Context: an optimization exercise on an open-source flow, tuned for small area, a short achievable clock period and few clock cycles. The choices shown serve that exercise and are no tape-out recipe.
At most, simulation tests tie the RTL to the original design; equivalence was not proved.

delta:
==> flow/design.v (excerpt) <==
module servo_slew_position_controller
(
    input  logic                        i_clk,
    input  logic                        i_rst_n,
    input  logic                        i_in_valid,
    output logic                        o_in_stall,
    input  logic [sspc_pkg::REQ_W-1:0] i_req_type,
    input  logic signed [sspc_pkg::ANGLE_W-1:0] i_angle,
    input  logic signed [sspc_pkg::DIR_W-1:0] i_direction,
    output logic                        o_out_valid,
    input  logic                        i_out_stall,
    output logic [sspc_pkg::PULSE_W-1:0] o_pulse_width,
    output logic [sspc_pkg::PULSE_W-1:0] o_target_width,
    output logic                        o_pwm_write,
    input  logic                        i_cfg_valid,
    output logic                        o_cfg_ready,
    input  logic [sspc_pkg::CFG_IDX_W-1:0] i_cfg_index,
    input  logic [sspc_pkg::CFG_DAT_W-1:0] i_cfg_data
);
Size: about 3,500 cells after synthesis, about 350 flip-flops, about 29,000 sq um of cells after synthesis.
==> flow/config.mk <==
export PLATFORM = sky130hd
export DESIGN_NAME = servo_slew_position_controller
export DESIGN_NICKNAME = servo_slew_position_controller
export VERILOG_FILES = /design/flow/design.v
export SDC_FILE = /design/flow/constraint.sdc
export NUM_CORES = 4
export LEC_CHECK = 0
export ABC_AREA = 1
export CAP_MARGIN = 20
export CORE_MARGIN = 2
export CORE_UTILIZATION = 40
export SETUP_SLACK_MARGIN = 5
export SLEW_MARGIN = 20
==> flow/constraint.sdc <==
create_clock -name core_clock -period 11.0 [get_ports {i_clk}]
set_input_delay 2.2000 -clock core_clock [delete_from_list [all_inputs] [get_ports {i_clk}]]
set_output_delay 2.2000 -clock core_clock [all_outputs]
set_load 0.01 [all_outputs]
standard.sh (not shown) runs the stock make flow with config.mk's settings and CLKGATE_MAP_FILE= SYNTH_SCRIPT=/design/flow/synth_recipe.tcl, a recipe that flattens the netlist after the stock synthesis.
==> flow/flow/run.sh <==
#!/bin/bash
set -euo pipefail
MARGIN=${MARGIN:-6.5}
sed "s/SETUP_SLACK_MARGIN=5/SETUP_SLACK_MARGIN=${MARGIN}/" standard.sh > standard_margin.sh
grep -q "SETUP_SLACK_MARGIN=${MARGIN}" standard_margin.sh
bash standard_margin.sh > flow.log 2>&1
Testbench counts of delta, summed over its fixed seeds: cycles 7,632.
Inputs modified between delta and gamma:
--- a/flow/design.v
+++ b/flow/design.v
@@ -103,33 +103,29 @@
                 3'd5: r_home     <= $signed(i_cfg_data[9:0]);
                 default: ;
             endcase
         end
     end
     logic signed [10:0] dd_c;
     logic signed [12:0] pd_c;
     logic        c_dz, c_dneg, c_pneg;
     logic [9:0]  c_den;
     logic [11:0] c_pmag;
-    logic [13:0] c_pmag3;    
     assign dd_c = 11'(r_deg_high) - 11'(r_deg_low);
     assign pd_c = $signed({1'b0, r_pls_high}) - $signed({1'b0, r_pls_low});
     always_ff @(posedge i_clk) begin
         c_dz   <= (dd_c == 11'sd0);
         c_dneg <= dd_c[10];
         c_den  <= dd_c[10] ? 10'(-dd_c) : dd_c[9:0];
         c_pneg <= pd_c[12];
         c_pmag <= pd_c[12] ? 12'(-pd_c) : pd_c[11:0];
     end
-    always_ff @(posedge i_clk) begin
-        c_pmag3 <= 14'(pd_c[12] ? 12'(-pd_c) : pd_c[11:0]) * 14'd3;
-    end
     logic [11:0] r_cur, r_tgt;
     logic        r_wr, r_ov;
     logic        en;
     assign en = !(r_ov && i_out_stall);
     assign o_cfg_ready    = 1'b1;
     assign o_in_stall     = !en;
     assign o_out_valid    = r_ov;
     assign o_pulse_width  = r_cur;
     assign o_target_width = r_tgt;
     assign o_pwm_write    = r_wr;
@@ -144,21 +140,21 @@
             default: c0_op_1 = OP_NOP;
         endcase
     end
     logic signed [14:0] c0_ae_2;
     assign c0_ae_2 = (i_req_type == 3'd5) ? (15'(r_home) <<< 4) : 15'(i_angle);
     logic signed [14:0] c0_sb_3;
     assign c0_sb_3 = (i_req_type == 3'd2) ? 15'sd0 : (15'(r_deg_low) <<< 4);
     logic signed [14:0] c0_x_4;
     assign c0_x_4 = c0_ae_2 - c0_sb_3;
     logic [13:0] c0_a_5;
-    assign c0_a_5 = c0_x_4[14] ? 14'(-c0_x_4) : c0_x_4[13:0];
+    assign c0_a_5 = c0_x_4[13:0] ^ {14{c0_x_4[14]}};
     logic c0_sx_6;
     assign c0_sx_6 = c0_x_4[14];
     logic [13:0] p1_a;
     logic [2:0] p1_op;
     logic p1_sx;
     logic p1_v;
     always_ff @(posedge i_clk) begin
         if (!i_rst_n) begin
             p1_v <= 1'b0;
         end else if (en) begin
@@ -166,23 +162,23 @@
         end
     end
     always_ff @(posedge i_clk) begin
         if (en) begin
             p1_a <= c0_a_5;
             p1_op <= c0_op_1;
             p1_sx <= c0_sx_6;
         end
     end
     logic [19:0] c1_plo_7;
-    assign c1_plo_7 = 20'(p1_a) * 20'(c_pmag[5:0]);
+    assign c1_plo_7 = 20'(p1_a) * 20'(c_pmag[5:0]) + (p1_sx ? 20'(c_pmag[5:0]) : 20'd0);
     logic [19:0] c1_phi_8;
-    assign c1_phi_8 = 20'(p1_a) * 20'(c_pmag[11:6]);
+    assign c1_phi_8 = 20'(p1_a) * 20'(c_pmag[11:6]) + (p1_sx ? 20'(c_pmag[11:6]) : 20'd0);
     logic [2:0] p2_op;
     logic [19:0] p2_phi;
     logic [19:0] p2_plo;
     logic p2_sx;
     logic p2_v;
     always_ff @(posedge i_clk) begin
         if (!i_rst_n) begin
             p2_v <= 1'b0;
         end else if (en) begin
             p2_v <= p1_v;
@@ -496,26 +492,23 @@
     assign i_v   = p8_v;
     assign i_op  = p8_op;
     assign i_sx  = p8_sx;
     assign i_ovf = p8_ovf;
     assign i_q   = c8_q_83;
     logic        qneg;
     assign qneg = i_sx ^ c_dneg ^ c_pneg;
     logic [12:0]        cp;
     logic signed [12:0] cm;
     logic [11:0]        tick_cur;
-    logic signed [13:0] over_hi, under_lo;
     assign cp = {1'b0, r_cur} + {1'b0, r_step};
     assign cm = $signed({1'b0, r_cur}) - $signed({1'b0, r_step});
-    assign over_hi  = $signed({2'b0, r_tgt}) - $signed({2'b0, r_cur}) - $signed({2'b0, r_step});
-    assign under_lo = $signed({2'b0, r_tgt}) - $signed({2'b0, r_cur}) + $signed({2'b0, r_step});
-    assign tick_cur = (over_hi > 14'sd0) ? cp[11:0] : under_lo[13] ? cm[11:0] : r_tgt;
+    assign tick_cur = ({1'b0, r_tgt} > cp) ? cp[11:0] : ($signed({1'b0, r_tgt}) < cm) ? cm[11:0] : r_tgt;
     logic        is_rel, sub;
     logic [11:0] base;
     logic [12:0] sum;
     logic [11:0] map_t, rel_t;
     assign is_rel = (i_op == OP_REL);
     assign sub    = is_rel && qneg;
     assign base   = is_rel ? r_tgt : r_pls_low;
     assign sum    = {1'b0, base} + ({1'b0, i_q} ^ {13{sub}}) + {12'd0, sub};
     assign map_t  = qneg ? (c_pneg ? r_pls_high : r_pls_low)
                   : (i_ovf || c_pneg || (i_q > c_pmag)) ? r_pls_high : sum[11:0];
- Compare delta and gamma | synthesized cell count higher: gamma
- Of delta and gamma, delta shows the lower net count after synthesis, with gamma above it.
- Going from delta to gamma, final cycle utilization of the critical path stayed essentially flat; post-route cell area rose by 1.9%; total placed cells including tap cells rose by 54; total of plain and repair buffers excluding clock buffers rose by 10.
- gamma vs. delta: sequential share of layout area went down, wire length rose about 3.6%.
For gamma, only the layout was checked, not whether the RTL still works.

## port drivers added, routing unchanged
The flow's constraints put no driver on any port. The routed layouts listed below were extracted and timed again, unchanged, in two steps.
Step 1: set_driving_cell puts a clkbuf_16 on i_clk and a buf_2 on each other input, an assumption about the parent block.
Step 2 also shifts input and output timing later by t, the mid clock arrival at the registers, as if the neighbouring blocks saw the same clock.
Three values: no drivers, after step 1, after step 2; two values: the first two.
run	t (ns)	slack for setup (ns)	slew at the worst register clock pin (ns)
delta	0.619	6.281 / 6.206 / 6.078	0.07 / 0.07
gamma	0.625	6.265 / 6.180 / 6.051	0.07 / 0.07
After both steps setup and hold are still met in every run listed. For gamma, which loses most, drivers alone change the setup slack by -0.085 ns; drivers and shift together by -0.214 ns.
